Context: an optimization exercise on an open-source flow, tuned for small area. The choices shown serve that exercise and are no tape-out recipe.
Where RTL was checked, it was by simulation tests only, not by an equivalence proof against the original.
No functional check of the RTL was part of runs 1 to 3.
Power and IR drop assume default switching activity.

`design/flow/design.v`:
```
package rc_pkg;
  localparam logic [1:0] S_IDLE = 2'd0;
  localparam logic [1:0] S_RUN  = 2'd1;
  localparam logic [1:0] S_DONE = 2'd2;
  localparam logic [1:0] S_TOUT = 2'd3;
  localparam int GROUPS = 10;
  localparam int PK_W   = 5 * GROUPS + 4;
endpackage
module result_table
#(
  parameter int DATA_W = 32,
  parameter int DEPTH  = 32,
  parameter int AW     = 5
) (
  input  logic              clk,
  input  logic              we,
  input  logic [AW-1:0]     waddr,
  input  logic [DATA_W-1:0] wmask,
  input  logic [DATA_W-1:0] wdata,
  input  logic [AW-1:0]     raddr,
  input  logic [DATA_W-1:0] res,
  output logic              mismatch
);
  localparam int PW = rc_pkg::PK_W;
  localparam int G  = rc_pkg::GROUPS;
  function automatic logic [4:0] enc3(input logic [2:0] m, input logic [2:0] d);
    logic [1:0] e;
    logic [2:0] x;
    x = d;
    case (m)
      3'b111: e = 2'd0;
      3'b110: begin e = 2'd3; x[0] = 1'b0; end
      3'b101: begin e = 2'd2; x[1] = 1'b0; end
      3'b011: begin e = 2'd1; x[2] = 1'b0; end
      3'b100: begin e = 2'd2; x[0] = 1'b0; x[1] = 1'b1; end
      3'b010: begin e = 2'd3; x[0] = 1'b1; x[2] = 1'b0; end
      3'b001: begin e = 2'd1; x[1] = 1'b0; x[2] = 1'b1; end
      default: begin e = 2'd2; x = 3'b011; end
    endcase
    enc3 = {e, x};
  endfunction
  function automatic logic [2:0] ign3(input logic [4:0] c);
    logic [1:0] e;
    logic [2:0] x;
    {e, x} = c;
    case (e)
      2'd0: ign3 = 3'b000;
      2'd1: ign3 = x[2] ? 3'b110 : 3'b100;
      2'd2: ign3 = !x[1] ? 3'b010 : (x[0] ? 3'b111 : 3'b011);
      default: ign3 = !x[0] ? 3'b001 : 3'b101;
    endcase
  endfunction
  logic [PW-1:0] wpk;
  always_comb begin
    for (int g = 0; g < G; g++)
      wpk[5*g +: 5] = enc3(wmask[3*g +: 3], wdata[3*g +: 3]);
    wpk[PW-1 -: 4] = {wmask[31:30], wdata[31:30]};
  end
  logic [DEPTH-1:0] wsel, rsel;
  always_comb begin
    for (int k = 0; k < DEPTH; k++) begin
      wsel[k] = we && (waddr == AW'(k));
      rsel[k] = (raddr == AW'(k));
    end
  end
  logic [PW-1:0] rows [DEPTH];
  logic [PW-1:0] rpk;
  for (genvar k = 0; k < DEPTH; k++) begin : g_row
    logic [PW-1:0] row;
    always_ff @(posedge clk) begin
      if (wsel[k]) row <= wpk;
    end
    assign rows[k] = row;
  end
  always_comb begin
    rpk = '0;
    for (int k = 0; k < DEPTH; k++)
      rpk = rpk | (rows[k] & {PW{rsel[k]}});
  end
  logic [DATA_W-1:0] care, expv;
  always_comb begin
    for (int g = 0; g < G; g++) begin
      care[3*g +: 3] = ~ign3(rpk[5*g +: 5]);
      expv[3*g +: 3] = rpk[5*g +: 3];
    end
    care[31:30] = rpk[PW-1 -: 2];
    expv[31:30] = rpk[PW-3 -: 2];
  end
  assign mismatch = |((res ^ expv) & care);
endmodule
module result_checker
#(
  parameter int DATA_W  = 32,
  parameter int DEPTH   = 32,
  parameter int IDX_W   = $clog2(DEPTH + 1),
  parameter int TIMEOUT = 64
) (
  input  logic              clk,
  input  logic              reset,
  input  logic              exp_we,
  input  logic [IDX_W-1:0]  exp_addr,
  input  logic [DATA_W-1:0] exp_data,
  input  logic [DATA_W-1:0] exp_mask,
  input  logic [IDX_W-1:0]  exp_count,
  input  logic              start,
  input  logic              res_valid,
  input  logic [DATA_W-1:0] res_data,
  output logic              busy,
  output logic              done,
  output logic              timeout,
  output logic              all_pass,
  output logic [IDX_W-1:0]  pass_count,
  output logic [IDX_W-1:0]  fail_count,
  output logic [IDX_W-1:0]  first_fail_idx,
  output logic [DATA_W-1:0] first_fail_data,
  output logic [1:0]        fsm_state
);
  localparam int AW = 5;
  logic [1:0]       state, state_nxt;
  logic [IDX_W-1:0] idx;         
  logic [IDX_W-1:0] fails;
  logic [AW-1:0]    last_idx;    
  logic [5:0]       watchdog;    
  logic [AW-1:0]    ff_idx;
  logic [DATA_W-1:0] ff_data;
  logic             is_run, start_run, take, tick, mismatch, first_fail;
  result_table #(.DATA_W(DATA_W), .DEPTH(DEPTH), .AW(AW)) u_table (
    .clk      (clk),
    .we       (exp_we && !exp_addr[5]),
    .waddr    (exp_addr[AW-1:0]),
    .wmask    (exp_mask),
    .wdata    (exp_data),
    .raddr    (idx[AW-1:0]),
    .res      (res_data),
    .mismatch (mismatch)
  );
  assign is_run     = (state == rc_pkg::S_RUN);
  assign start_run  = start && !is_run;
  assign take       = is_run && res_valid;
  assign tick       = is_run && !res_valid;
  assign first_fail = take && mismatch && (fails == '0);
  always_comb begin
    state_nxt = state;
    if (start_run)
      state_nxt = (exp_count == '0) ? rc_pkg::S_DONE : rc_pkg::S_RUN;
    else if (take && (idx[AW-1:0] == last_idx))
      state_nxt = rc_pkg::S_DONE;
    else if (tick && (watchdog == 6'(TIMEOUT - 1)))
      state_nxt = rc_pkg::S_TOUT;
  end
  always_ff @(posedge clk or negedge reset) begin
    if (!reset) begin
      state <= rc_pkg::S_IDLE;
      idx   <= '0;
      fails <= '0;
    end else begin
      state <= state_nxt;
      if (start_run) begin
        idx   <= '0;
        fails <= '0;
      end else if (take) begin
        idx <= idx + IDX_W'(1);
        if (mismatch) fails <= fails + IDX_W'(1);
      end
    end
  end
  always_ff @(posedge clk) begin
    if (start_run) last_idx <= exp_count[5] ? AW'(DEPTH - 1) : exp_count[AW-1:0] - AW'(1);
    if (start_run || take) watchdog <= '0;
    else if (tick)         watchdog <= watchdog + 6'd1;
    if (first_fail) begin
      ff_idx  <= idx[AW-1:0];
      ff_data <= res_data;
    end
  end
  assign busy            = is_run;
  assign done            = state[1];
  assign timeout         = (state == rc_pkg::S_TOUT);
  assign all_pass        = (state == rc_pkg::S_DONE) && (fails == '0);
  assign fsm_state       = state;
  assign fail_count      = fails;
  assign pass_count      = idx - fails;
  assign first_fail_idx  = {1'b0, ff_idx & {AW{fails != '0}}};
  assign first_fail_data = ff_data & {DATA_W{fails != '0}};
endmodule
```
`design/flow/run.sh`:
```
#!/bin/bash
# synth_recipe.tcl (not shown) runs the flow's synth.tcl, then flattens the netlist and writes it again
# the make line also repeats each setting of config.mk as NAME=value (left out here)
make -C /OpenROAD-flow-scripts/flow DESIGN_CONFIG=/design/flow/config.mk WORK_HOME=/design/flow/orfs CLKGATE_MAP_FILE= SYNTH_SCRIPT=/design/flow/synth_recipe.tcl finish
```
`design/flow/config.mk`:
```
export PLATFORM = sky130hd
export DESIGN_NAME = result_checker
export DESIGN_NICKNAME = result_checker
export VERILOG_FILES = /design/flow/design.v
export SDC_FILE = /design/flow/constraint.sdc
export NUM_CORES = 4
export LEC_CHECK = 0
export CAP_MARGIN = 20
export CORE_MARGIN = 2
export CORE_UTILIZATION = 40
export SLEW_MARGIN = 20
```
`design/flow/constraint.sdc`:
```
create_clock -name core_clock -period 7.0 [get_ports {clk}]
set_input_delay 1.4000 -clock core_clock [delete_from_list [all_inputs] [get_ports {clk}]]
set_output_delay 1.4000 -clock core_clock [all_outputs]
set_load 0.01 [all_outputs]
```
==> run summary, run 1 <==
* Outcome: finished clean
* Critical path class: flop to flop
* PD cells at about 310 mW/mm^2
* Post_cts resized at 0
* DRT Pass-1 Iters at 14
* H-tree Lvls at 4
* Mapped Nets at about 4200
* Number of synthesized register bits at 1790
* Top cells by count, synth: 1770 x edfxtp_1, 324 x a22oi_1, 177 x mux2i_1, 102 x clkbuf_1, 100 x nand2_1
* Chip Width at 423 microns
* Distinct cell type count after synthesis at 93
* Mapped Cells at 4025
* Seq/Total Area, Yosys at 76.4%
* Post-CTS setup buffer count at 0
* Clk latency of the worst-skew pair at 840 ps
* Row count at ~150
* Ys async rst share at less than 1%
* Endpoints failing hold at 0
* Post-synth top area share at between 70% and 80%
* Layout cells sized above 1 at around 17%
* Largest net degree at the start of global routing at 76
* Worst Hold Class: flop to flop
* Cts hold-fix bufs at 0
* Number of synthesized flops with an enable pin at roughly 1800
* Final min period at ~6400 ps
* Reg2Reg Depth at 12
* IO Pins at 169
* Vias per cell at 6.75
* Pleak at 25.3 nW
* Synth warn at 3
* Most instantiated library cell after synthesis: edfxtp_1
* Final hold slack at just under 500 ps
* Post-placement setup slack at between 800 and 900 ps
* Maximum vdd drop at roughly 0.28 mV
* Period utilisation layout at between 90% and 100%
* Max_slew headroom at about 15%
* CP Launch Type: flop
* Synth top area cells: edfxtp_1 76%, a22oi_1 3.5%, mux2i_1 2.5%
* Grt total ovfl at 0
* Cell Area, Synth at 0.0702 sq mm
* Crit. End Element: flop
* MaxCap Viol Count at 0
* Fin nets at about 4500
* First-pass GRT wire length at 376 mm
* Top_reg_cell synth: edfxtp_1
* Max-slew violations at 0
* Die H at ~420 microns
* CTS sink cnt at 1790
* Syn_area_per_cell at between 15 and 20 sq um
* Vias in the first global route at 42700
* Critical path data required time at roughly 7500 ps
* CTS tree: yes
* Fin worst setup slack at about 580 ps
* Port Buffers at between 150 and 200
* RSZ-0062 raised after global routing: no
* Layout area overhead at 17.0%
* Max Root-Sink Buffers at 3
* Hold path cells at 2
* Average routed wire per standard cell at 41.5 microns
* CP max FO at between 70 and 80
* CORE AREA at approximately 0.17 sq mm
* Vias at roughly 46000
* Total global-route track usage at a little under a third
* Cell total after placement at between 6000 and 7000
* Setup violations, final at 0
* Synth area leader: edfxtp_1
* Num CTS Buffers at roughly 180
* CP arrival at between 6000 and 7000 ps
* Initial core utilization at between 40 and 50%
* Die area at between 0.15 and 0.2 sq mm
* Clock Pin Slew Worst Setup and Hold Paths at about 60 ps
* Initial antenna violation count at 23
* Clock Root Buffer: clkbuf_16
* Worst Skew at approximately 32 ps
* Dpl hpwl at roughly 180 mm
* Layout Cells excl Fill at roughly 6900
* Final ANT Viol Nets at 0
* Routability cong. at just under 1
* Routed WL at between 200 and 300 mm
* Setup TNS at 0 ps
* Fmax at between 0.15 and 0.2 GHz
* Slew of the pin with the lowest slew margin at roughly 1300 ps
* DRT iter0 DRCs at between 10000 and 15000
* Residual DRC count at 0
## cell usage in the layout, fill, tap and decap left out, types with 51 or more instances in the layout
cell type,synthesis,final
buf_4,20,215
a21oi_1,67,66
nand4_1,66,66
edfxtp_1,1770,1770
clkdlybuf4s50_1,0,165
nand3b_1,56,56
a22o_1,61,56
mux2i_1,177,177
a22oi_1,324,324
clkbuf_16,0,181
nand3_1,51,51
o21ai_0,93,63
nand2_1,100,99
a222oi_1,64,64
mux2_2,91,91
## state kept, by name, indices dropped and copies added (netlist names)
name / cells
u_table.g_row.row: 1728
ff_data: 32
fails: 6
idx: 6
watchdog: 6
ff_idx: 5
last_idx: 5
state: 2
## stage by stage
step                utilization, %  instance area (sq um)  power [mW]
floorplan                        -                  70200        14.1
global placement              43.7                  76200        16.2
detailed placement            43.8                  76300        16.3
CTS                           47.1                  82000        25.6
global route                  47.1                  82100        26.2
finish                        47.1                  82100        25.8
## power breakdown
part | total, mW | switching [mW] | leakage [nW] | internal [mW]
sequential | 12.1 | 0.0804 | 16.0 | 12.0
clock | 9.54 | 4.21 | 2.80 | 5.33
combinational | 4.18 | 2.90 | 6.48 | 1.28
total | 25.8 | 7.19 | 25.3 | 18.6
## worst max-delay path: stages, from the launching register on
cell and delay, ps:
dfrtp_4 1150, buf_4 580, nand2_1 690, a21oi_1 600, a2111oi_2 140, nand4_1 190, or3b_1 370, o2bb2ai_1 130
a222oi_1 730, a2111oi_1 150, nand4_1 190, and3_2 800, buf_12 250
## layer usage
metal | track usage (%) | up-vias | wire [microns]
met5 | 0 | - | 136
met4 | 19.9 | 20 | 22400
met3 | 9.77 | 1044 | 42800
met2 | 44.7 | 4542 | 120000
met1 | 40.5 | 23300 | 99200
li1 | - | 17400 | -
## cell type report
class / instances / area [sq um]
fill: 14700 / 92100
sequential: 1790 / 53600
multi-input combinational: 1949 / 15700
clock buffer: 221 / 4720
timing repair buffer: 411 / 3870
tap: 2325 / 2910
clock inverter: 111 / 1050
inverter: 42 / 158
antenna: 15 / 37.5
## final timing paths
check | startpoint | to | slack [ps]
worst max-delay path | idx[2]$_DFFE_PN0P_ | ff_data[17]$_DFFE_PP_ | 580
worst min-delay path | watchdog[5]$_SDFFE_PP0P_ | watchdog[5]$_SDFFE_PP0P_ | 500
worst max register to register | idx[2]$_DFFE_PN0P_ | ff_data[17]$_DFFE_PP_ | 580
worst min register to register | watchdog[5]$_SDFFE_PP0P_ | watchdog[5]$_SDFFE_PP0P_ | 500
max in group asynchronous | reset | idx[3]$_DFFE_PN0P_ | 5360
min in group asynchronous | reset | fails[2]$_DFFE_PN0P_ | 1030
## logic make-up after synthesis
group                      count (synthesis)  synth area share [%]
adders and majority gates                 16                 0.296
buffers and inverters                    286                  2.21
other                                      1               0.00534
xor gates and xnor gates                  42                 0.524
and+or+nand+nor                          668                  5.97
muxes                                    285                  4.40
AOI/OAI and AO/OA                        937                  10.2
DFF                                     1790                  76.4
==> run 2, diff against run 1 <==
--- a/design/flow/design.v
+++ b/design/flow/design.v
@@ -72,10 +72,23 @@
     end
     assign rows[k] = row;
   end
-  always_comb begin
-    rpk = '0;
-    for (int k = 0; k < DEPTH; k++)
-      rpk = rpk | (rows[k] & {PW{rsel[k]}});
+  for (genvar b = 0; b < PW; b++) begin : g_rd
+    logic [11:0] y;
+    logic [2:0]  z;
+    for (genvar j = 0; j < 10; j++) begin : g_ao
+      rc_ao222n u_ao (
+        .a1(rsel[3*j]),   .b1(rows[3*j][b]),
+        .a2(rsel[3*j+1]), .b2(rows[3*j+1][b]),
+        .a3(rsel[3*j+2]), .b3(rows[3*j+2][b]),
+        .y (y[j])
+      );
+    end
+    rc_nand2 u_n30 (.a(rsel[30]), .b(rows[30][b]), .y(y[10]));
+    rc_nand2 u_n31 (.a(rsel[31]), .b(rows[31][b]), .y(y[11]));
+    rc_nand4 u_n0 (.a(y[0]), .b(y[1]), .c(y[2]),  .d(y[3]),  .y(z[0]));
+    rc_nand4 u_n1 (.a(y[4]), .b(y[5]), .c(y[6]),  .d(y[7]),  .y(z[1]));
+    rc_nand4 u_n2 (.a(y[8]), .b(y[9]), .c(y[10]), .d(y[11]), .y(z[2]));
+    assign rpk[b] = |z;
   end
   logic [DATA_W-1:0] care, expv;
   always_comb begin
@@ -87,6 +100,15 @@
     expv[31:30] = rpk[PW-3 -: 2];
   end
   assign mismatch = |((res ^ expv) & care);
+endmodule
+module rc_ao222n (input logic a1, b1, a2, b2, a3, b3, output logic y);
+  assign y = ~((a1 & b1) | (a2 & b2) | (a3 & b3));
+endmodule
+module rc_nand4 (input logic a, b, c, d, output logic y);
+  assign y = ~(a & b & c & d);
+endmodule
+module rc_nand2 (input logic a, b, output logic y);
+  assign y = ~(a & b);
 endmodule
 module result_checker
 #(
--- a/design/flow/config.mk
+++ b/design/flow/config.mk
@@ -8,4 +8,8 @@
 export CAP_MARGIN = 20
 export CORE_MARGIN = 2
 export CORE_UTILIZATION = 40
+export CTS_BUF_LIST = sky130_fd_sc_hd__clkbuf_16
+export CTS_CLUSTER_DIAMETER = 100
+export CTS_CLUSTER_SIZE = 30
 export SLEW_MARGIN = 20
+export SYNTH_HIERARCHICAL = 1
==> run summary, run 2 <==
* Outcome: finished clean
* Largest net degree at the start of global routing at 55
* Clk latency of the worst-skew pair at roughly 730 ps
* Vias at 36200
* Synth area leader: edfxtp_1
* Pleak at approximately 21 nW
* Largest register FFs at ~1700
* Port Buffers at about 170
* Area after DPL at around 0.070 sq mm
* Max Root-Sink Buffers at 3
* Worst path cell trace: nand2b_1 -> nor2_4 -> buf_4 -> buf_4 -> a222oi_1 -> nand4_1 -> or3_1 -> and2_1 -> o21ai_0 -> nand4_1 -> nor2_1 -> nand4_1 -> and3_2 -> buf_12
* Period utilisation layout at a little over 90%
* Critical path data required time at about 7400 ps
* Largest delay share family, worst path: simple AND/OR/NAND/NOR gates
* Register Area at 0.0536 sq mm
* Design Power at between 15 and 20 mW
* PD cells at 277 mW/mm^2
* Die H at ~400 microns
* Crit path buf inv count at 3
* Initial antenna violation count at 7
* CTS sink cnt at 1790
* Fin nets at roughly 3700
* CP max stage cell: nand2b_1
* Number of synthesized flops with an enable pin at between 1500 and 2000
* Crit path top cell by count: nand4_1
* Post-placement setup slack at approximately 930 ps
* Top_reg_cell synth: edfxtp_1
* Total global-route track usage at a little over a fifth
* Distinct cell type count after synthesis at between 60 and 70
* Post_cts resized at 0
* Mapped Nets at 3280
* First-pass GRT wire length at about 260 mm
* IO Pins at ~170
* Routed WL at about 180 mm
* Seq/Total Area, Yosys at a little over four fifths
* Routability cong. at around 0.86
* Dpl hpwl at 112 mm
* Top cells by count, synth: 1770 x edfxtp_1, 540 x a222oi_1, 172 x nand4_1, 150 x nand2_1, 92 x nor2_1
* Synth warn at 10
* Vias per cell at about 6.4
* Final ANT Viol Nets at 0
* Syn_area_per_cell at 20.2 sq um
* Endpoints failing hold at 0
* CTS tree: yes
* RSZ-0062 raised after global routing: no
* Worst Hold Class: flop to flop
* Worst Skew at 34.9 ps
* CP max FO at 20
* Post-CTS setup buffer count at 0
* Clock Pin Slew Worst Setup and Hold Paths at 110 ps
* Final min period at ~6300 ps
* Chip Width at 403 microns
* CP peak stage delay at 750 ps
* Clock Root Buffer: clkbuf_16
* Finished layout cell area at between 0.07 and 0.08 sq mm
* Layout cells sized above 1 at about a tenth
* Top Registers: u_table.g_row.row: 1728 flops, ff_data: 32 flops
* Filler Cell Count at 13200
* Setup violations, final at 0
* Slew of the pin with the lowest slew margin at ~1100 ps
* Multi-input logic area at between 0.01 and 0.015 sq mm
* Initial core utilization at about 40%
* Maximum vdd drop at between 0.15 and 0.2 mV
* Grt total ovfl at 0
* Num CTS Buffers at 70
* Critical path class: flop to flop
* Fin worst setup slack at approximately 660 ps
* MaxCap Viol Count at 0
* Crit. End Element: flop
* Synth top area cells: edfxtp_1 83%, a222oi_1 8.5%, nand4_1 1.7%
* Ys async rst share at 0.782%
* DRT iter0 DRCs at ~7200
* Post-synth top area share at approximately 83%
* Die area at approximately 0.16 sq mm
* Mapped Cells at around 3200
* Fin util at a little under half
* Layout area overhead at 13.2%
* Number of synthesized register bits at 1790
* Setup TNS at 0 ps
* Average routed wire per standard cell at about 32 microns
* Residual DRC count at 0
* CP arrival at 6770 ps
* DRT Pass-1 Iters at 9
* Row count at about 150
* Max-slew violations at 0
* Most frequent cells in the layout: 1770 x edfxtp_1, 540 x a222oi_1, 172 x nand4_1
* Biggest register: u_table.g_row.row
* CORE AREA at between 0.15 and 0.2 sq mm
* Most instantiated library cell after synthesis: edfxtp_1
* Vias in the first global route at ~34000
* Commonest non-fill, non-tap cell in the layout: edfxtp_1
* Cts hold-fix bufs at 0
* CP Launch Type: flop
* H-tree Lvls at 3
* Fmax at 0.158 GHz
* Cell Area, Synth at 0.0637 sq mm
* Max_slew headroom at 23.7%
[run 2: cell types whose count changed after synthesis, sizes merged, moves of 59 or more]
cell	previous run	this run
a222oi	64	540
mux2	99	4
a22oi	324	3
a22o	61	2
clkbuf	102	10
nand4	66	173
mux2i	177	2
buf	142	5
[run 2: kinds of logic after synthesis]
logic type               synth area share (%)
AO/OA/AOI/OAI                            9.60
multiplexers                            0.102
other                                 0.00588
buffers and inverters                   0.269
XOR/XNOR                                0.715
AND/OR/NAND/NOR                          4.93
flip-flops                               84.1
adder cells (fa/ha/maj)                 0.247
[run 2: through the flow]
step | instances | hold WS (ps)
2_1_floorplan | 3155 | 474
3_3_place_gp | 5530 | 489
3_5_place_dp | 5536 | 510
4_1_cts | 5630 | 522
5_1_grt | 5634 | 566
6_report | 5638 | 521
[run 2: Yosys stat by module, one instance, submodules excluded, a selection]
| module | area, sq um | times used | cells inside |
|---|---|---|---|
| rc_ao222n | 10.0 | 540 | 1 |
| result_checker | 2960 | 1 | 246 |
| rc_nand2 | 3.75 | 108 | 1 |
| rc_nand4 | 6.26 | 162 | 1 |
[run 2: routing by layer]
| layer | vias to the layer above | track usage [%] | wire (microns) |
|---|---|---|---|
| met3 | 157 | 4.53 | 21300 |
| met5 | - | 0 | 0 |
| met4 | 0 | 4.76 | 3330 |
| met2 | 2264 | 34.8 | 85600 |
| met1 | 18900 | 31.4 | 72900 |
| li1 | 14900 | - | - |
[run 2: worst paths after layout]
path,to,slack (ps),cells after the start,startpoint
max,ff_data[10]$_DFFE_PP_,660,14,idx[4]$_DFFE_PN0P_
min,watchdog[1]$_SDFFE_PP0P_,520,2,watchdog[1]$_SDFFE_PP0P_
max reg2reg,ff_data[10]$_DFFE_PP_,660,14,idx[4]$_DFFE_PN0P_
min reg2reg,watchdog[1]$_SDFFE_PP0P_,520,2,watchdog[1]$_SDFFE_PP0P_
max in group asynchronous,idx[5]$_DFFE_PN0P_,5450,1,reset
min in group asynchronous,idx[0]$_DFFE_PN0P_,1090,1,reset
[run 2: power breakdown]
group          total [mW]  switching (mW)  internal (mW)
clock network        5.00            3.10           1.90
logic                2.89            1.92          0.969
registers            12.1          0.0785           12.0
total                20.0            5.10           14.9
[run 2: tightest hold or removal path, delay by kind of cell (launching register included)]
kind,cells,cell delay (ps)
simple gates,1,80
flops,1,340
compound gates,1,70
[run 2: area by class of cell]
type / count / area share [%]
diodes: 4 / 0.0139
clock buffers: 72 / 2.50
clock inverters: 22 / 0.198
repair buffers: 328 / 4.48
well taps: 2072 / 3.59
multi-input cells: 1325 / 14.8
inverters: 25 / 0.130
flip-flops and latches: 1790 / 74.3
==> run 3, diff against run 2 <==
--- a/design/flow/config.mk
+++ b/design/flow/config.mk
@@ -8,8 +8,8 @@
 export CAP_MARGIN = 20
 export CORE_MARGIN = 2
 export CORE_UTILIZATION = 40
-export CTS_BUF_LIST = sky130_fd_sc_hd__clkbuf_16
-export CTS_CLUSTER_DIAMETER = 100
-export CTS_CLUSTER_SIZE = 30
+export CTS_BUF_LIST = sky130_fd_sc_hd__clkbuf_8
+export CTS_CLUSTER_DIAMETER = 60
+export CTS_CLUSTER_SIZE = 16
 export SLEW_MARGIN = 20
 export SYNTH_HIERARCHICAL = 1
==> run summary, run 3 <==
* Combinational power share at between 10% and 20%
* Largest net degree at the start of global routing at 55
* Worst path cell trace: nand2b_1 -> nor2_4 -> buf_4 -> buf_4 -> a222oi_1 -> nand4_1 -> or3_1 -> and2_1 -> o21ai_0 -> nand4_1 -> nor2_1 -> nand4_1 -> and3_2 -> buf_12
* Syn_area_per_cell at a little over 20 sq um
* Finished layout cell area at about 0.073 sq mm
* Maximum vdd drop at approximately 0.17 mV
* Main combinational cell family by area after synthesis: compound AO/OA/AOI/OAI gates
* Crit. End Element: flop
* Post-placement setup slack at 934 ps
* Switching pwr at between 5 and 6 mW
* Commonest non-fill, non-tap cell in the layout: edfxtp_1
* Sw Ratio at a little over a quarter
* Met1 Use GR at between 20% and 30%
* DRT iter0 DRCs at approximately 6800
* RSZ-0062 raised after global routing: no
* DRT Pass-1 Iters at 8
* Layout area overhead at 13.9%
* Dpl hpwl at roughly 110 mm
* Num CTS Buffers at 139
* Fin nets at 3732
* CP arrival at just over 7000 ps
* CP peak stage delay at a little over 900 ps
* Port Buffers at 167
* Post-synth top area share at between 80% and 90%
* Worst Hold Class: flop to flop
* Period utilisation layout at 91.5%
* CP Launch Type: flop
* Average routed wire per standard cell at around 32 microns
* Critical path class: flop to flop
* First-pass GRT wire length at ~260 mm
* Die area at around 0.16 sq mm
* Synth warn at 10
* Cts hold-fix bufs at 0
* Largest register FFs at ~1700
* Clock Root Buffer: clkbuf_8
* Fmax at between 0.15 and 0.2 GHz
* Setup TNS at 0 ps
* Pleak at roughly 22 nW
* H-tree Lvls at 4
* Top_reg_cell synth: edfxtp_1
* Outcome: finished clean
* Synth Area in XOR/XNOR at 0.715%
* Routability cong. at approximately 0.86
* Design Power at 20.4 mW
* Critical path data required time at approximately 7600 ps
* CORE AREA at between 0.15 and 0.2 sq mm
* Routed WL at ~190 mm
* Grt total ovfl at 0
* Most instantiated library cell after synthesis: edfxtp_1
* Distinct cell type count after synthesis at 66
* Layout cells sized above 1 at around an eighth
* Max-slew violations at 0
* Met2 GRT Util at between 30 and 40%
* Total global-route track usage at approximately 22%
* Internal at approximately 15 mW
* Post-synthesis simple-gate area fraction at under 10%
* Residual DRC count at 0
* Number of synthesized flops with an enable pin at roughly 1800
* Vias at around 36000
* Endpoints failing hold at 0
* Max_slew headroom at 18.7%
* IO Pins at roughly 170
* Most frequent cells in the layout: 1770 x edfxtp_1, 540 x a222oi_1, 172 x nand4_1
* Post-Synth Adder-Cell Area at less than 1%
* Area after DPL at approximately 0.07 sq mm
* Fin util at between 40 and 50%
* Met3 Use GR at around 7.3%
* Clk latency of the worst-skew pair at 930 ps
* Clock Pin Slew Worst Setup and Hold Paths at 90 ps
* Vias in the first global route at between 30000 and 40000
* Initial antenna violation count at 14
* CTS sink cnt at around 1800
* Layout Cells excl Fill at 5741
* GRT busiest layer: met2
* Slew of the pin with the lowest slew margin at between 1000 and 1500 ps
* Cell Area, Synth at roughly 0.064 sq mm
* Setup violations, final at 0
* Row count at approximately 150
* Synth area leader: edfxtp_1
* Crit path top cell by count: nand4_1
* Mapped Cells at between 3000 and 4000
* CP max FO at 21
* Chip Width at 403 microns
* Vias per cell at ~6.3
* Biggest register: u_table.g_row.row
* CP max stage cell: o21ai_0
* Mux share of post-synthesis cell area at less than 1%
* Final min period at ~6400 ps
* Final hold slack at 521 ps
* Sequential share of power at between 50% and 60%
* Post-CTS setup buffer count at 0
* MaxCap Viol Count at 0
* Initial core utilization at 40.2%
* Clk pwr share at between 20% and 30%
* Complex-gate fraction of the synthesized area at 9.60%
* Mapped Nets at approximately 3300
* Top cells by count, synth: 1770 x edfxtp_1, 540 x a222oi_1, 172 x nand4_1, 150 x nand2_1, 92 x nor2_1
* Max Root-Sink Buffers at 3
* Final ANT Viol Nets at 0
* Post_cts resized at 0
* Seq/Total Area, Yosys at around 84%
* Cell total after placement at between 5000 and 6000
* Fin worst setup slack at slightly below 600 ps
* Die H at between 400 and 500 microns
* Synth top area cells: edfxtp_1 83%, a222oi_1 8.5%, nand4_1 1.7%
* PD cells at 281 mW/mm^2
* Top Registers: u_table.g_row.row: 1728 flops, ff_data: 32 flops
* CTS tree: yes
* Ys async rst share at 0.782%
* Worst Skew at between 60 and 70 ps
* Number of synthesized register bits at 1790
run 3: Yosys stat by module, one instance, submodules excluded, a selection:
module	cell area (sq um)	times used	cells inside	flip-flops and latches
result_checker	2960	1	246	62
rc_ao222n	10.0	540	1	0
rc_nand2	3.75	108	1	0
rc_nand4	6.26	162	1	0
run 3: path summary, 6_finish.rpt:
kind,startpoint,to,slack (ps),depth (start not counted)
hold / removal,watchdog[1]$_SDFFE_PP0P_,watchdog[1]$_SDFFE_PP0P_,520,2
max in group asynchronous,reset,idx[5]$_DFFE_PN0P_,5630,1
setup / recovery,idx[4]$_DFFE_PN0P_,ff_data[14]$_DFFE_PP_,600,14
min in group asynchronous,reset,fails[4]$_DFFE_PN0P_,900,1
setup reg to reg,idx[4]$_DFFE_PN0P_,ff_data[14]$_DFFE_PP_,600,14
hold reg to reg,watchdog[1]$_SDFFE_PP0P_,watchdog[1]$_SDFFE_PP0P_,520,2
run 3: cells by family after synthesis:
family,after synthesis
and+or+nand+nor,596
DFF,1790
adders and majority gates,12
other,1
muxes,6
AOI/OAI and AO/OA,658
buffers and inverters,40
xor gates and xnor gates,52
run 3: layout make-up:
| type | count | area [sq um] |
|---|---|---|
| antenna | 6 | 15.0 |
| sequential | 1790 | 53600 |
| tap | 2072 | 2590 |
| multi-input combinational | 1325 | 10700 |
| inverter | 25 | 93.8 |
| clock inverter | 53 | 430 |
| clock buffer | 144 | 1980 |
| timing repair buffer | 326 | 3180 |
| fill | 13300 | 85800 |
run 3: critical path: cells and delay by family (launching register included):
family	cells	cell delay, ps
AND/OR/NAND/NOR	9	3120
flip-flops	1	550
buffers and inverters	3	950
AO/OA/AOI/OAI	2	1380
run 3: layer usage:
layer / up-vias / routed length [microns]
met5: - / 219
met4: 10 / 5810
met3: 297 / 23000
met2: 2264 / 84100
met1: 18700 / 72000
li1: 15000 / -
run 3: power by group through the flow:
stage | registers, mW | clock network, mW | logic [mW]
after global placement | 12.3 | 0 | 2.84
after floorplan | 12.3 | 0 | 1.35
after global routing | 12.1 | 5.88 | 3.05
after CTS | 12.1 | 5.53 | 2.87
final | 12.1 | 5.43 | 2.91
after detailed placement | 12.3 | 0 | 2.86
==> run 4, diff against run 3 <==
--- a/design/flow/design.v
+++ b/design/flow/design.v
@@ -145,7 +145,7 @@
   logic [5:0]       watchdog;    
   logic [AW-1:0]    ff_idx;
   logic [DATA_W-1:0] ff_data;
-  logic             is_run, start_run, take, tick, mismatch, first_fail;
+  logic             is_run, start_run, take, tick, mismatch, no_fail;
   result_table #(.DATA_W(DATA_W), .DEPTH(DEPTH), .AW(AW)) u_table (
     .clk      (clk),
     .we       (exp_we && !exp_addr[5]),
@@ -160,7 +160,7 @@
   assign start_run  = start && !is_run;
   assign take       = is_run && res_valid;
   assign tick       = is_run && !res_valid;
-  assign first_fail = take && mismatch && (fails == '0);
+  assign no_fail    = (fails == '0);
   always_comb begin
     state_nxt = state;
     if (start_run)
@@ -190,7 +190,7 @@
     if (start_run) last_idx <= exp_count[5] ? AW'(DEPTH - 1) : exp_count[AW-1:0] - AW'(1);
     if (start_run || take) watchdog <= '0;
     else if (tick)         watchdog <= watchdog + 6'd1;
-    if (first_fail) begin
+    if (take && no_fail) begin
       ff_idx  <= idx[AW-1:0];
       ff_data <= res_data;
     end
@@ -198,10 +198,10 @@
   assign busy            = is_run;
   assign done            = state[1];
   assign timeout         = (state == rc_pkg::S_TOUT);
-  assign all_pass        = (state == rc_pkg::S_DONE) && (fails == '0);
+  assign all_pass        = (state == rc_pkg::S_DONE) && no_fail;
   assign fsm_state       = state;
   assign fail_count      = fails;
   assign pass_count      = idx - fails;
-  assign first_fail_idx  = {1'b0, ff_idx & {AW{fails != '0}}};
-  assign first_fail_data = ff_data & {DATA_W{fails != '0}};
-endmodule
+  assign first_fail_idx  = {1'b0, ff_idx & {AW{!no_fail}}};
+  assign first_fail_data = ff_data & {DATA_W{!no_fail}};
+endmodule
--- a/design/flow/config.mk
+++ b/design/flow/config.mk
@@ -8,8 +8,8 @@
 export CAP_MARGIN = 20
 export CORE_MARGIN = 2
 export CORE_UTILIZATION = 40
-export CTS_BUF_LIST = sky130_fd_sc_hd__clkbuf_8
-export CTS_CLUSTER_DIAMETER = 60
-export CTS_CLUSTER_SIZE = 16
+export CTS_BUF_LIST = sky130_fd_sc_hd__clkbuf_16
+export CTS_CLUSTER_DIAMETER = 100
+export CTS_CLUSTER_SIZE = 28
 export SLEW_MARGIN = 20
 export SYNTH_HIERARCHICAL = 1
==> run summary, run 4 <==
* Post-synth top area share at 83.5%
* Most instantiated library cell after synthesis: edfxtp_1
* Outcome: finished clean
* Initial core utilization at between 40% and 50%
* CTS tree: yes
* Die H at about 400 microns
* Grt total ovfl at 0
* CTS sink cnt at approximately 1800
* Syn_area_per_cell at 20.2 sq um
* Layout area overhead at 13.3%
* Cts hold-fix bufs at 0
* R2r setup slk at 1210 ps
* Vias per cell at about 6.4
* Clk latency of the worst-skew pair at between 700 and 800 ps
* Initial antenna violation count at 5
* Critical path class: flop to flop
* Dpl hpwl at approximately 110 mm
* Fmax at between 0.15 and 0.2 GHz
* Cell Area, Synth at ~0.064 sq mm
* Vias in the first global route at roughly 34000
* DRT Pass-1 Iters at 10
* Port Buffers at 167
* Most frequent cells in the layout: 1770 x edfxtp_1, 540 x a222oi_1, 172 x nand4_1
* Routed WL at between 150 and 200 mm
* Final min period at ~5800 ps
* Worst Hold Class: flop to flop
* CP max FO at 26
* Endpoints failing hold at 0
* Largest register FFs at 1728
* Final ANT Viol Nets at 0
* Total global-route track usage at roughly 22%
* First-pass GRT wire length at around 260 mm
* Commonest non-fill, non-tap cell in the layout: edfxtp_1
* Top cells by count, synth: 1770 x edfxtp_1, 540 x a222oi_1, 172 x nand4_1, 151 x nand2_1, 89 x nor2_1
* Routability cong. at 0.837
* Seq/Total Area, Yosys at between 80% and 90%
* CP arrival at approximately 6400 ps
* Row count at 146
* Maximum vdd drop at between 0.2 and 0.3 mV
* Setup TNS at 0 ps
* Top_reg_cell synth: edfxtp_1
* Finished layout cell area at 0.0721 sq mm
* Mapped Nets at about 3300
* Critical path data required time at roughly 7600 ps
* Num CTS Buffers at 76
* Clock Pin Slew Worst Setup and Hold Paths at roughly 110 ps
* Sw Ratio at roughly 25%
* Switching pwr at between 5 and 6 mW
* Pleak at 21.5 nW
* Post-CTS setup buffer count at 0
* Setup violations, final at 0
* Sequential share of power at 60.1%
* Max_slew headroom at between 10% and 20%
* Max Root-Sink Buffers at 3
* MaxCap Viol Count at 0
* CP Launch Type: flop
* PD cells at 278 mW/mm^2
* Biggest register: u_table.g_row.row
* Fin nets at around 3700
* Die area at between 0.15 and 0.2 sq mm
* Worst Skew at 41.4 ps
* Ys async rst share at less than 1%
* Average routed wire per standard cell at 32.8 microns
* Vias at 36200
* Largest net degree at the start of global routing at between 50 and 60
* Synth warn at 10
* CORE AREA at 0.158 sq mm
* Period utilisation layout at slightly above 80%
* Clk pwr share at a little over a quarter
* Number of synthesized flops with an enable pin at 1770
* Combinational power share at 13.7%
* Post_cts resized at 0
* IO Pins at between 150 and 200
* Chip Width at slightly above 400 microns
* H-tree Lvls at 3
* Slew of the pin with the lowest slew margin at roughly 1200 ps
* Max-slew violations at 0
* Clock Root Buffer: clkbuf_16
* Area after DPL at between 0.06 and 0.07 sq mm
* RSZ-0062 raised after global routing: no
* Layout cells sized above 1 at between 10% and 20%
* Number of synthesized register bits at 1790
* Top Registers: u_table.g_row.row: 1728 flops, ff_data: 32 flops
* Mapped Cells at about 3200
* Crit. End Element: flop
* DRT iter0 DRCs at around 7000
* Internal at ~15 mW
* Residual DRC count at 0
* Synth top area cells: edfxtp_1 83%, a222oi_1 8.5%, nand4_1 1.7%
* Synth area leader: edfxtp_1
* Distinct cell type count after synthesis at just under 60
run 4: per-stage QoR:
stage	setup WS (ps)	hold WS, ps	total power, mW	util, %	cells
floorplan	723	454	13.6	-	3153
global placement	1470	471	15.0	44.1	5531
global route	900	516	20.6	45.6	5636
detailed placement	1400	478	15.0	44.2	5534
finish	1210	495	20.1	45.6	5637
CTS	1400	493	20.1	45.5	5634
run 4: worst paths after layout:
check / from / end / depth (start not counted)
worst max-delay path: idx[0]$_DFFE_PN0P_ / fails[5]$_DFFE_PN0P_ / 16
worst min-delay path: watchdog[5]$_SDFFE_PP0P_ / watchdog[5]$_SDFFE_PP0P_ / 2
worst max register to register: idx[0]$_DFFE_PN0P_ / fails[5]$_DFFE_PN0P_ / 16
worst min register to register: watchdog[5]$_SDFFE_PP0P_ / watchdog[5]$_SDFFE_PP0P_ / 2
max in group asynchronous: reset / fails[1]$_DFFE_PN0P_ / 1
min in group asynchronous: reset / idx[2]$_DFFE_PN0P_ / 1
run 4: modules after synthesis (local to each module, per instance), excerpt:
module	flip-flops and latches	cells	area, sq um
result_checker	62	244	2900
rc_nand2	0	1	3.75
rc_nand4	0	1	6.26
rc_ao222n	0	1	10.0
run 4: routing by layer:
metal	track usage, %	share of wire (%)
met1	31.5	40
met2	34.6	46
met3	5.20	12
met4	5.78	2.4
met5	0.416	0.084
run 4: cell type report:
cell class	instances	area, sq um
clock inverter	21	188
antenna	1	2.50
fill	13400	86100
tap	2072	2590
timing repair buffer	327	3120
inverter	25	93.8
clock buffer	79	1980
sequential	1790	53600
multi-input combinational	1322	10500
run 4: power by group through the flow:
stage / clock network (mW) / registers, mW / logic, mW
CTS: 5.34 / 12.1 / 2.71
floorplan: 0 / 12.3 / 1.34
global placement: 0 / 12.3 / 2.68
global route: 5.69 / 12.1 / 2.88
detailed placement: 0 / 12.3 / 2.70
finish: 5.26 / 12.1 / 2.74
run 4: kinds of logic after synthesis:
logic type      after synthesis  synth area share, %
compound gates              662                 9.65
buf+inv                      41                0.261
mux                           5               0.0845
flops                      1790                 84.2
simple gates                591                 4.84
fa+ha+maj                    12                0.248
xor+xnor                     51                0.701
other cells                   1              0.00589
run 4: critical path, cell delays in order (launching register included):
cell and delay (ps):
dfrtp_1 570, nand2b_1 740, nor2_4 310, buf_12 270, buf_4 220, a222oi_1 370
nand4_1 300, or3_1 510, and2_1 170, o21ai_0 600, nand4_1 180, nor2_1 170
nand4_1 370, and4b_1 460, nand4_1 150, xor2_1 150, nor2_1 50
==> run 5, diff against run 4 <==
==> design/flow/flow/run.sh (new file) <==
#!/bin/bash
# The standard layout (the standard.sh, unchanged synthesis and steps), with two settings
# passed to ORFS through the environment:
#  - the port buffers that global placement inserts use the smallest buffer, buf_1;
#  - clock tree synthesis clusters up to 28 sinks per clkbuf_16 and adds no dummy loads.
# All of make's output goes to standard.log here; ORFS keeps each step's log under orfs/logs.
set -euo pipefail
cd "$(dirname "${BASH_SOURCE[0]}")/.."
export BUFFER_PORTS_ARGS="-buffer_cell sky130_fd_sc_hd__buf_1"
export CTS_ARGS="-sink_clustering_enable -repair_clock_nets -dont_use_dummy_load -buf_list sky130_fd_sc_hd__clkbuf_16 -sink_clustering_size 28 -sink_clustering_max_diameter 100"
bash standard.sh > standard.log 2>&1
==> design/flow/standard.sh (new file) <==
#!/bin/bash
# synth_recipe.tcl (not shown) runs the flow's synth.tcl, then flattens the netlist and writes it again
# the make line also repeats each setting of config.mk as NAME=value (left out here)
make -C /OpenROAD-flow-scripts/flow DESIGN_CONFIG=/design/flow/config.mk WORK_HOME=/design/flow/orfs CLKGATE_MAP_FILE= SYNTH_SCRIPT=/design/flow/synth_recipe.tcl "${@:-finish}"
--- a/design/flow/config.mk
+++ b/design/flow/config.mk
@@ -8,8 +8,5 @@
 export CAP_MARGIN = 20
 export CORE_MARGIN = 2
 export CORE_UTILIZATION = 40
-export CTS_BUF_LIST = sky130_fd_sc_hd__clkbuf_16
-export CTS_CLUSTER_DIAMETER = 100
-export CTS_CLUSTER_SIZE = 28
 export SLEW_MARGIN = 20
 export SYNTH_HIERARCHICAL = 1
removed: design/flow/run.sh
==> run summary, run 5 <==
* Outcome: finished clean
* Largest net degree at the start of global routing at 55
* Layout cells sized above 1 at 9.35%
* Synth top area cells: edfxtp_1 83%, a222oi_1 8.5%, nand4_1 1.7%
* Area after DPL at 0.0687 sq mm
* Chip Width at 403 microns
* RSZ-0062 raised after global routing: no
* IO Pins at around 170
* Sequential share of power at 61.4%
* Final min period at about 5800 ps
* CP Launch Type: flop
* Synth area leader: edfxtp_1
* PD cells at between 200 and 300 mW/mm^2
* Maximum vdd drop at between 0.2 and 0.3 mV
* Crit path from: idx[0]$_DFFE_PN0P_
* Setup TNS at 0 ps
* Fin nets at 3645
* Vias at about 36000
* Clock Pin Slew Worst Setup and Hold Paths at 110 ps
* DRT Pass-1 Iters at 10
* Post-synth top area share at 83.5%
* Worst Skew at 69.0 ps
* Die H at 403 microns
* Crit. End Element: flop
* Origin of the critical flop-to-flop path: idx[0]$_DFFE_PN0P_
* H-tree Lvls at 3
* Slew of the pin with the lowest slew margin at approximately 1200 ps
* Total global-route track usage at 21.5%
* Synth warn at 10
* Fmax at 0.171 GHz
* Top_reg_cell synth: edfxtp_1
* Clk pwr share at between 20% and 30%
* Clk latency of the worst-skew pair at between 700 and 800 ps
* Post-CTS setup buffer count at 0
* Vias per cell at roughly 6.4
* Top cells by count, synth: 1770 x edfxtp_1, 540 x a222oi_1, 172 x nand4_1, 151 x nand2_1, 89 x nor2_1
* Period utilisation layout at between 80% and 90%
* Critical path data required time at approximately 7600 ps
* Max_slew headroom at between 20% and 30%
* Final ANT Viol Nets at 0
* Combinational power share at a little over an eighth
* Mapped Nets at between 3000 and 4000
* Final hold slack at between 500 and 600 ps
* Max-slew violations at 0
* CTS tree: yes
* Commonest non-fill, non-tap cell in the layout: edfxtp_1
* Cell total after placement at approximately 5500
* Cts hold-fix bufs at 0
* Critical path class: flop to flop
* Dpl hpwl at 108 mm
* Residual DRC count at 0
* Routed WL at 179 mm
* Routability cong. at roughly 0.84
* CORE AREA at between 0.15 and 0.2 sq mm
* First-pass GRT wire length at approximately 250 mm
* Num CTS Buffers at 75
* Initial core utilization at 40.2%
* Max Root-Sink Buffers at 3
* Die area at 0.162 sq mm
* Post_cts resized at 0
* Clock Root Buffer: clkbuf_16
* Layout Cells excl Fill at about 5600
* Worst hold start: watchdog[0]$_SDFFE_PP0P_
* Syn_area_per_cell at 20.2 sq um
* Grt total ovfl at 0
* Finished layout cell area at 0.0707 sq mm
* CP max FO at 29
* Distinct cell type count after synthesis at slightly below 60
* Largest register FFs at roughly 1700
* CTS sink cnt at ~1800
* Number of synthesized flops with an enable pin at 1770
* Fin util at between 40% and 50%
* Endpoints failing hold at 0
* Most frequent cells in the layout: 1770 x edfxtp_1, 540 x a222oi_1, 172 x nand4_1
* Pleak at ~21 nW
* Top Registers: u_table.g_row.row: 1728 flops, ff_data: 32 flops
* Seq/Total Area, Yosys at between 80 and 90%
* MaxCap Viol Count at 0
* Sw Ratio at between 20 and 30%
* Setup violations, final at 0
* Layout area overhead at 11.1%
* Switching pwr at roughly 5.0 mW
* CP arrival at around 6400 ps
* Biggest register: u_table.g_row.row
* Initial antenna violation count at 6
* Most instantiated library cell after synthesis: edfxtp_1
* R2r setup slk at 1160 ps
* Ys async rst share at 0.782%
* Mapped Cells at ~3200
* Port Buffers at 167
* Number of synthesized register bits at between 1500 and 2000
* Worst Hold Class: flop to flop
* DRT iter0 DRCs at 6918
* Row count at about 150
* Cell Area, Synth at 0.0637 sq mm
* Average routed wire per standard cell at approximately 32 microns
* Internal at 14.7 mW
* Vias in the first global route at between 30000 and 40000
==> run 5: cell types whose count changed in the layout (fill, tap and decap cells not counted), moves of 3 or more <==
cell and delta:
a21oi_4 +4, clkdlybuf4s50_1 -163, clkbuf_16 -4, inv_1 -10, buf_4 -21, buf_2 -4, a21oi_2 -4, clkinv_8 -4
buf_1 +166, inv_6 -3
==> run 5: layer usage <==
metal	wire length, microns	vias to the layer above	GRT usage (%)
met5	0	-	0
met4	2900	0	4.23
met3	19400	152	4.29
met2	82200	2097	33.3
met1	74800	18900	31.7
li1	-	14800	-
==> run 5: worst max-delay path, stage by stage (launching register included) <==
cell and delay (ps):
dfrtp_1 630, nand2b_1 560, nor2_4 1000, buf_4 520
a222oi_1 210, nand4_1 180, or3_1 230, a21oi_1 90
a21oi_1 200, o22ai_1 140, a221oi_1 640, nand4_1 490
and4b_1 460, nand4_1 140, xor2_1 150, nor2_1 50
==> run 5: worst paths after layout <==
check                                      endpoint  cells past startpoint
setup / recovery               fails[5]$_DFFE_PN0P_                     15
hold / removal             watchdog[0]$_SDFFE_PP0P_                      2
setup reg to reg               fails[5]$_DFFE_PN0P_                     15
hold reg to reg            watchdog[0]$_SDFFE_PP0P_                      2
max in group asynchronous      fails[0]$_DFFE_PN0P_                      1
min in group asynchronous      state[1]$_DFFE_PN0P_                      1
==> run 5: modules after synthesis, one instance, submodules excluded, a selection <==
module / cells inside / flops+latches / area, sq um / times used
rc_ao222n: 1 / 0 / 10.0 / 540
result_checker: 244 / 62 / 2900 / 1
rc_nand2: 1 / 0 / 3.75 / 108
rc_nand4: 1 / 0 / 6.26 / 162
==> run 5: metrics by stage <==
step | power (mW) | worst slack [ps]
2_1_floorplan | 13.6 | 723
3_3_place_gp | 14.8 | 1390
3_5_place_dp | 14.9 | 1280
4_1_cts | 19.7 | 1250
5_1_grt | 20.2 | 1030
6_report | 19.6 | 1160
==> run 5: logic make-up after synthesis <==
family                   Yosys count  synth area share (%)
AO/OA/AOI/OAI                    662                  9.65
other                              1               0.00589
flip-flops                      1790                  84.2
multiplexers                       5                0.0845
AND/OR/NAND/NOR                  591                  4.84
XOR/XNOR                          51                 0.701
buffers and inverters             41                 0.261
adder cells (fa/ha/maj)           12                 0.248
==> run 5: final cells by class <==
| cell class | instances | area, sq um |
|---|---|---|
| Clock buffer | 75 | 1880 |
| Tap cell | 2072 | 2590 |
| Inverter | 25 | 93.8 |
| Timing Repair Buffer | 306 | 1950 |
| Multi-Input combinational cell | 1322 | 10600 |
| Sequential cell | 1790 | 53600 |
| Antenna cell | 2 | 5.00 |
| Fill cell | 13400 | 87500 |
==> run 5: power by group through the flow <==
stage	clock, mW	sequential [mW]	combinational, mW
finish	4.96	12.1	2.62
global route	5.36	12.1	2.79
CTS	5.05	12.1	2.56
detailed placement	0	12.3	2.55
global placement	0	12.3	2.53
floorplan	0	12.3	1.34
==> run 6, diff against run 5 <==
--- a/design/flow/design.v
+++ b/design/flow/design.v
@@ -3,8 +3,9 @@
   localparam logic [1:0] S_RUN  = 2'd1;
   localparam logic [1:0] S_DONE = 2'd2;
   localparam logic [1:0] S_TOUT = 2'd3;
-  localparam int GROUPS = 10;
-  localparam int PK_W   = 5 * GROUPS + 4;
+  localparam int G3    = 4;
+  localparam int G5    = 4;
+  localparam int PK_W  = 5 * G3 + 8 * G5;
 endpackage
 module result_table
 #(
@@ -22,7 +23,10 @@
   output logic              mismatch
 );
   localparam int PW = rc_pkg::PK_W;
-  localparam int G  = rc_pkg::GROUPS;
+  localparam int G3 = rc_pkg::G3;
+  localparam int G5 = rc_pkg::G5;
+  localparam int B5 = 3 * G3;    
+  localparam int P5 = 5 * G3;    
   function automatic logic [4:0] enc3(input logic [2:0] m, input logic [2:0] d);
     logic [1:0] e;
     logic [2:0] x;
@@ -39,22 +43,27 @@
     endcase
     enc3 = {e, x};
   endfunction
-  function automatic logic [2:0] ign3(input logic [4:0] c);
-    logic [1:0] e;
-    logic [2:0] x;
-    {e, x} = c;
-    case (e)
-      2'd0: ign3 = 3'b000;
-      2'd1: ign3 = x[2] ? 3'b110 : 3'b100;
-      2'd2: ign3 = !x[1] ? 3'b010 : (x[0] ? 3'b111 : 3'b011);
-      default: ign3 = !x[0] ? 3'b001 : 3'b101;
+  function automatic logic [7:0] enc5(input logic [4:0] m, input logic [4:0] d);
+    logic [4:0] a;
+    logic [2:0] b;
+    a = enc3(m[2:0], d[2:0]);
+    case (m[4:3])
+      2'b11: b = {1'b0, d[4:3]};
+      2'b01: b = {2'b10, d[3]};
+      2'b10: b = {2'b11, d[4]};
+      default: begin
+        b = a[2:0];
+        a = {a[4], 2'b11, !a[4] || a[3], a[4] || a[3]};
+      end
     endcase
+    enc5 = {a, b};
   endfunction
   logic [PW-1:0] wpk;
   always_comb begin
-    for (int g = 0; g < G; g++)
+    for (int g = 0; g < G3; g++)
       wpk[5*g +: 5] = enc3(wmask[3*g +: 3], wdata[3*g +: 3]);
-    wpk[PW-1 -: 4] = {wmask[31:30], wdata[31:30]};
+    for (int g = 0; g < G5; g++)
+      wpk[P5 + 8*g +: 8] = enc5(wmask[B5 + 5*g +: 5], wdata[B5 + 5*g +: 5]);
   end
   logic [DEPTH-1:0] wsel, rsel;
   always_comb begin
@@ -90,16 +99,40 @@
     rc_nand4 u_n2 (.a(y[8]), .b(y[9]), .c(y[10]), .d(y[11]), .y(z[2]));
     assign rpk[b] = |z;
   end
-  logic [DATA_W-1:0] care, expv;
-  always_comb begin
-    for (int g = 0; g < G; g++) begin
-      care[3*g +: 3] = ~ign3(rpk[5*g +: 5]);
-      expv[3*g +: 3] = rpk[5*g +: 3];
-    end
-    care[31:30] = rpk[PW-1 -: 2];
-    expv[31:30] = rpk[PW-3 -: 2];
-  end
-  assign mismatch = |((res ^ expv) & care);
+  logic [G3-1:0] mm3;
+  logic [G5-1:0] mm5;
+  for (genvar g = 0; g < G3; g++) begin : g_c3
+    rc_mm3 u_mm (.c(rpk[5*g +: 5]), .r(res[3*g +: 3]), .mm(mm3[g]));
+  end
+  for (genvar g = 0; g < G5; g++) begin : g_c5
+    logic [4:0] a;
+    logic [2:0] b, es;
+    logic [1:0] r34;
+    logic       spare, mm_a, mm_s, mm_b;
+    assign {a, b} = rpk[P5 + 8*g +: 8];
+    assign r34    = res[B5 + 5*g + 3 +: 2];
+    assign spare  = a[3] && (a[4] ? (a[2] && a[0]) : (a[2] && a[1]));
+    rc_mm3 u_mm_a (.c(a), .r(res[B5 + 5*g +: 3]), .mm(mm_a));
+    rc_mm3 u_mm_s (.c({a[4], a[4] ? a[1] : a[0], b}), .r(res[B5 + 5*g +: 3]), .mm(mm_s));
+    assign mm_b   = (!(b[2] &&  b[1]) && (b[0] ^ r34[0]))
+                  | (!(b[2] && !b[1]) && ((b[2] ? b[0] : b[1]) ^ r34[1]));
+    assign mm5[g] = spare ? mm_s : (mm_a || mm_b);
+  end
+  assign mismatch = |mm3 || |mm5;
+endmodule
+module rc_mm3 (input logic [4:0] c, input logic [2:0] r, output logic mm);
+  logic [1:0] e;
+  logic [2:0] x, ign;
+  assign {e, x} = c;
+  always_comb begin
+    case (e)
+      2'd0: ign = 3'b000;
+      2'd1: ign = x[2] ? 3'b110 : 3'b100;
+      2'd2: ign = !x[1] ? 3'b010 : (x[0] ? 3'b111 : 3'b011);
+      default: ign = !x[0] ? 3'b001 : 3'b101;
+    endcase
+  end
+  assign mm = |((x ^ r) & ~ign);
 endmodule
 module rc_ao222n (input logic a1, b1, a2, b2, a3, b3, output logic y);
   assign y = ~((a1 & b1) | (a2 & b2) | (a3 & b3));
==> run summary, run 6 <==
* Outcome: finished clean
* Largest net degree at the start of global routing at 53
* Worst Skew at around 110 ps
* DRT iter0 DRCs at approximately 7000
* Origin of the critical flop-to-flop path: idx[0]$_DFFE_PN0P_
* Final ANT Viol Nets at 0
* Cts hold-fix bufs at 0
* First-pass GRT wire length at 254 mm
* Post_cts resized at 0
* CTS sink cnt at roughly 1700
* Crit path top cell by count: nand4_1
* Vias in the first global route at around 34000
* CP arrival at between 7000 and 8000 ps
* CP peak stage delay at around 940 ps
* Hold path cells at 2
* Post-CTS setup buffer count at 0
* IO Pins at ~170
* H-tree Lvls at 3
* Endpoints failing hold at 0
* Critical path data required time at 7550 ps
* Max Root-Sink Buffers at 3
* Distinct cell type count after synthesis at between 50 and 60
* Seq/Total Area, Yosys at just over 80%
* Max-slew violations at 0
* Met2 Routed Length at around 86 mm
* Layout cells sized above 1 at ~10%
* Fin util at approximately 45%
* Largest register FFs at ~1700
* Die area at 0.159 sq mm
* Mapped Nets at roughly 3300
* Dpl hpwl at between 100 and 150 mm
* Synth top area cells: edfxtp_1 82%, a222oi_1 8.4%, nand4_1 1.7%
* CP max FO at 23
* Synth area leader: edfxtp_1
* Most frequent cells in the layout: 1706 x edfxtp_1, 521 x a222oi_1, 171 x nand4_1
* Clock Root Buffer: clkbuf_16
* End of the worst register-to-register path: fails[2]$_DFFE_PN0P_
* Total global-route track usage at 22.4%
* CP Launch Type: flop
* Worst Hold Path EP: watchdog[5]$_SDFFE_PP0P_
* DR WL met3 at a little over 20 mm
* Cell Area, Synth at between 0.06 and 0.07 sq mm
* Fmax at roughly 0.15 GHz
* RSZ-0062 raised after global routing: no
* Area after DPL at slightly below 0.07 sq mm
* PD cells at between 200 and 300 mW/mm^2
* Vias at 36200
* Residual DRC count at 0
* CORE AREA at around 0.16 sq mm
* Top Registers: u_table.g_row.row: 1664 flops, ff_data: 32 flops
* Most instantiated library cell after synthesis: edfxtp_1
* Commonest non-fill, non-tap cell in the layout: edfxtp_1
* Final hold slack at 503 ps
* Initial antenna violation count at 12
* Worst Hold Class: flop to flop
* R2r setup slk at about 440 ps
* Routability cong. at 0.813
* Average routed wire per standard cell at about 32 microns
* Slew of the pin with the lowest slew margin at roughly 1200 ps
* Biggest register: u_table.g_row.row
* Maximum vdd drop at 0.161 mV
* Ys async rst share at 0.811%
* CP max stage cell: nor2_4
* Port Buffers at approximately 170
* Number of synthesized register bits at 1726
* Num CTS Buffers at 74
* Finished layout cell area at slightly below 0.07 sq mm
* Pleak at between 20 and 25 nW
* Worst path cell trace: nand2b_1 -> nor2_4 -> buf_4 -> a222oi_1 -> nand4_1 -> or3_1 -> o21ai_1 -> o221ai_1 -> nand4_1 -> nor4_1 -> nand3_1 -> or4b_1 -> and4b_1 -> nand2_1 -> xnor2_1 -> nor2_1
* Period utilisation layout at between 90% and 100%
* CTS tree: yes
* DRT Pass-1 Iters at 7
* Grt total ovfl at 0
* Critical path class: flop to flop
* Clk latency of the worst-skew pair at 710 ps
* # diodes at 0
* Synth warn at 11
* Crit. End Element: flop
* Top_reg_cell synth: edfxtp_1
* Fin nets at between 3000 and 4000
* Final min period at around 6600 ps
* Row count at approximately 150
* Post-synth top area share at just over 80%
* Initial core utilization at 40.1%
* Mapped Cells at approximately 3200
* Max_slew headroom at 22.5%
* M1 WL at roughly 72 mm
* MaxCap Viol Count at 0
* Vias per cell at 6.42
* Reg2Reg Depth at 16
* Chip Width at approximately 400 microns
* Routed WL at about 180 mm
* Worst hold start: watchdog[5]$_SDFFE_PP0P_
* Highest Signal Layer: met5
* Setup violations, final at 0
* Clock Pin Slew Worst Setup and Hold Paths at 110 ps
* Post-placement setup slack at approximately 700 ps
* Die H at 399 microns
* Number of synthesized flops with an enable pin at around 1700
* Setup TNS at 0 ps
* Top cells by count, synth: 1706 x edfxtp_1, 521 x a222oi_1, 171 x nand4_1, 133 x nand2_1, 106 x nor2_1
* Syn_area_per_cell at ~20 sq um
* Layout area overhead at 11.3%
* Fin worst setup slack at ~440 ps
## run 6: changes by cell type in the layout (fill, tap and decap cells not counted), moves of 18 or more
cell	change
inv_1	+39
nand2_1	-18
nor3_1	-19
a222oi_1	-19
or3_1	+18
edfxtp_1	-64
nand3_1	+22
## run 6: power breakdown
group | internal [mW] | switching (mW) | leakage [nW]
clock network | 1.91 | 2.95 | 0.912
registers | 11.6 | 0.0727 | 15.7
logic | 0.828 | 1.90 | 4.41
total | 14.3 | 4.93 | 21.1
## run 6: area by class of cell
type                            count  area (sq um)
Timing Repair Buffer              321          2030
Tap cell                         2058          2570
Multi-Input combinational cell   1389         11100
Clock buffer                       74          1850
Inverter                           64           240
Fill cell                       13300         86200
Sequential cell                  1726         51700
## run 6: worst max path at each step
stage               slack [ps]               start                   end  cells past startpoint
floorplan                 1610  idx[2]$_DFFE_PN0P_  fails[2]$_DFFE_PN0P_                     16
global placement           620  idx[1]$_DFFE_PN0P_  fails[2]$_DFFE_PN0P_                     16
detailed placement         700  idx[1]$_DFFE_PN0P_  fails[2]$_DFFE_PN0P_                     16
CTS                        640  idx[0]$_DFFE_PN0P_  fails[2]$_DFFE_PN0P_                     16
global route               330  idx[1]$_DFFE_PN0P_  fails[2]$_DFFE_PN0P_                     16
finish                     440  idx[0]$_DFFE_PN0P_  fails[2]$_DFFE_PN0P_                     16
## run 6: cell families (layout without fill, tap and decap cells)
logic type	after synthesis	after routing	share of synthesized area, %
xor gates and xnor gates	48	48	0.673
and+or+nand+nor	625	625	5.37
muxes	8	8	0.138
DFF	1726	1726	82.8
other	1	1	0.00600
AOI/OAI and AO/OA	679	679	9.91
adders and majority gates	28	28	0.573
buffers and inverters	86	459	0.541
## run 6: per-stage QoR
step                      total power [mW]  cells
after floorplan                       13.4   3201
after global placement                14.6   5556
after detailed placement              14.6   5558
after CTS                             19.3   5632
after global routing                  19.9   5632
final                                 19.3   5632
## run 6: routing by layer
| layer | vias up | GRT usage, % |
|---|---|---|
| met5 | - | 0 |
| met4 | 8 | 5.30 |
| met3 | 230 | 4.81 |
| met2 | 2229 | 35.8 |
| met1 | 18800 | 31.5 |
| li1 | 14900 | - |
## run 6: worst max-delay path, delay by kind of cell (launching register included)
kind | cells | cell delay, ps
and+or+nand+nor | 11 | 4720
xor gates and xnor gates | 1 | 130
buffers and inverters | 1 | 580
DFF | 1 | 500
AOI/OAI and AO/OA | 3 | 460
## run 6: Yosys stat by module, one instance, submodules excluded, excerpt
module / copies in the design / area, sq um
result_checker: 1 / 2900
rc_ao222n: 520 / 10.0
rc_nand4: 156 / 6.26
rc_mm3: 12 / 75.1
rc_nand2: 104 / 3.75
==> run 7, diff against run 6 <==
--- a/design/flow/config.mk
+++ b/design/flow/config.mk
@@ -5,8 +5,8 @@
 export SDC_FILE = /design/flow/constraint.sdc
 export NUM_CORES = 4
 export LEC_CHECK = 0
-export CAP_MARGIN = 20
+export CAP_MARGIN = 0
 export CORE_MARGIN = 2
 export CORE_UTILIZATION = 40
-export SLEW_MARGIN = 20
+export SLEW_MARGIN = 0
 export SYNTH_HIERARCHICAL = 1
==> run summary, run 7 <==
* Layout Cells excl Fill at roughly 5600
* Vias per cell at between 6 and 7
* CORE AREA at 0.156 sq mm
* Critical path class: flop to flop
* Crit path buf inv count at 1
* Finished layout cell area at 0.0694 sq mm
* Clock Pin Slew Worst Setup and Hold Paths at 110 ps
* Final min period at 6370 ps
* Mapped Cells at roughly 3200
* Chip Width at 399 microns
* Cell Area, Synth at between 0.06 and 0.07 sq mm
* First-pass GRT wire length at 254 mm
* Synth area leader: edfxtp_1
* Origin of the critical flop-to-flop path: idx[0]$_DFFE_PN0P_
* Top Registers: u_table.g_row.row: 1664 flops, ff_data: 32 flops
* Top cells by count, synth: 1706 x edfxtp_1, 521 x a222oi_1, 171 x nand4_1, 133 x nand2_1, 106 x nor2_1
* H-tree Lvls at 3
* Final ANT Viol Nets at 0
* Initial core utilization at 40.1%
* RSZ-0062 raised after global routing: no
* Internal at 14.3 mW
* Grt total ovfl at 0
* Row count at between 100 and 150
* DRT Pass-1 Iters at 7
* Synth warn at 11
* Commonest non-fill, non-tap cell in the layout: edfxtp_1
* IO Pins at approximately 170
* Met3 Use GR at approximately 4.1%
* Crit. End Element: flop
* Post_cts resized at 0
* Crit path from: idx[0]$_DFFE_PN0P_
* Largest net degree at the start of global routing at between 50 and 60
* Top_reg_cell synth: edfxtp_1
* Post-synth top area share at 82.0%
* CP max FO at 23
* CP max stage cell: nor2_4
* Slew of the pin with the lowest slew margin at 1420 ps
* Setup violations, final at 0
* Met2 GRT Util at a little over a third
* Design Power at 19.3 mW
* Filler Cell Count at ~13000
* Reg2Reg Depth at 16
* CP arrival at slightly below 7000 ps
* Sw Ratio at roughly 26%
* Vias in the first global route at 34100
* Fmax at between 0.15 and 0.2 GHz
* Ys async rst share at less than 1%
* Routability cong. at between 0.8 and 0.9
* Worst Hold Class: flop to flop
* Die area at around 0.16 sq mm
* Residual DRC count at 0
* Met1 Use GR at between 30% and 40%
* GRT busiest layer: met2
* Cts hold-fix bufs at 0
* Initial antenna violation count at 13
* Combinational power share at about 14%
* Num CTS Buffers at 74
* Register Area at 0.0517 sq mm
* Setup TNS at 0 ps
* R2r setup slk at between 600 and 700 ps
* Cell total after placement at ~5600
* Area after DPL at 0.0676 sq mm
* Seq/Total Area, Yosys at 82.8%
* Crit path top cell by count: nand4_1
* Fin nets at between 3000 and 4000
* Number of synthesized flops with an enable pin at between 1500 and 2000
* Routed WL at roughly 180 mm
* CTS tree: yes
* Clk latency of the worst-skew pair at 720 ps
* End of the worst register-to-register path: fails[2]$_DFFE_PN0P_
* CP peak stage delay at about 950 ps
* Vias at 36300
* Layout cells sized above 1 at a little under 10%
* DRT iter0 DRCs at 6806
* Largest delay share family, worst path: simple AND/OR/NAND/NOR gates
* Period utilisation layout at around 90%
* Syn_area_per_cell at around 20 sq um
* Distinct cell type count after synthesis at 54
* Die H at 399 microns
* Post-placement setup slack at about 650 ps
* Most instantiated library cell after synthesis: edfxtp_1
* Maximum vdd drop at around 0.17 mV
* Multi-input logic area at between 0.01 and 0.015 sq mm
* Sequential share of power at about three fifths
* Cell count along the critical path at 16
* MaxCap Viol Count at 0
* Most frequent cells in the layout: 1706 x edfxtp_1, 521 x a222oi_1, 171 x nand4_1
* Synth top area cells: edfxtp_1 82%, a222oi_1 8.4%, nand4_1 1.7%
* Clk pwr share at 25.2%
* Biggest register: u_table.g_row.row
* Switching pwr at ~4.9 mW
* Worst Skew at roughly 110 ps
* Clock Root Buffer: clkbuf_16
* Worst Setup EP: fails[2]$_DFFE_PN0P_
* Total global-route track usage at between 20% and 30%
* Fin worst setup slack at 634 ps
* Max Root-Sink Buffers at 3
* Dpl hpwl at about 110 mm
* Post-CTS setup buffer count at 0
* Critical path data required time at about 7600 ps
* Outcome: finished clean
* Mapped Nets at roughly 3300
-- run 7: cell count changes in the layout (fill, tap and decap cells not counted), sizes merged --
cell | previous run | this run
diode | 0 | 1
buf | 321 | 319
-- run 7: cell families (layout without fill, tap and decap cells) --
kind of cell / after synthesis / count (layout) / share of synthesized area [%]
and+or+nand+nor: 625 / 625 / 5.37
muxes: 8 / 8 / 0.138
DFF: 1726 / 1726 / 82.8
other: 1 / 2 / 0.00600
buffers and inverters: 86 / 457 / 0.541
adders and majority gates: 28 / 28 / 0.573
AOI/OAI and AO/OA: 679 / 679 / 9.91
xor gates and xnor gates: 48 / 48 / 0.673
-- run 7: layout make-up --
| cell class | instances | share of cell area, % |
|---|---|---|
| multi-input combinational | 1389 | 16.0 |
| tap | 2058 | 3.71 |
| inverter | 64 | 0.346 |
| sequential | 1726 | 74.4 |
| antenna | 1 | 0.00360 |
| timing repair buffer | 319 | 2.87 |
| clock buffer | 74 | 2.67 |
-- run 7: modules after synthesis, one instance, submodules excluded, excerpt --
module | flops+latches | area, sq um
rc_nand2 | 0 | 3.75
rc_nand4 | 0 | 6.26
rc_ao222n | 0 | 10.0
rc_mm3 | 0 | 75.1
result_checker | 62 | 2900
-- run 7: worst min-delay path by stage --
stage                        startpoint                       end  slack, ps  cells after the start
4_1_cts        watchdog[2]$_SDFFE_PP0P_  watchdog[2]$_SDFFE_PP0P_        490                      2
2_1_floorplan  watchdog[2]$_SDFFE_PP0P_  watchdog[2]$_SDFFE_PP0P_        450                      2
3_5_place_dp   watchdog[2]$_SDFFE_PP0P_  watchdog[2]$_SDFFE_PP0P_        480                      2
3_3_place_gp   watchdog[2]$_SDFFE_PP0P_  watchdog[2]$_SDFFE_PP0P_        460                      2
6_report       watchdog[5]$_SDFFE_PP0P_  watchdog[5]$_SDFFE_PP0P_        500                      2
5_1_grt        watchdog[2]$_SDFFE_PP0P_  watchdog[2]$_SDFFE_PP0P_        520                      2
-- run 7: routing by layer --
layer,vias up,share of wire [%]
met2,2212,47
li1,14900,-
met4,8,1.8
met5,-,0.030
met3,175,11
met1,19100,40
-- run 7: power by group through the flow --
stage	Sequential, mW	Clock, mW	Combinational, mW
final	11.7	4.86	2.72
after detailed placement	11.9	0	2.70
after global routing	11.7	5.23	2.93
after floorplan	11.9	0	1.50
after CTS	11.7	4.92	2.71
after global placement	11.9	0	2.66
-- run 7: worst reg2reg max path, stage by stage (launching register included) --
cell	delay (ps)
dfrtp_1	490
nand2b_1	590
nor2_4	950
buf_4	580
a222oi_1	140
nand4_1	190
or3_1	200
o21ai_1	130
o221ai_1	180
nand4_1	540
nor4_1	880
nand3_1	140
or4b_1	660
and4b_1	300
nand2_1	90
xnor2_1	120
nor2_1	50

Check on run 7: ideal ports give 0.634 ns setup slack; a clkbuf_16 on the clock port and buf_2 on the inputs give 0.634 ns; moving port delays by the midpoint clock arrival (0.751 ns) as well gives 0.634 ns.
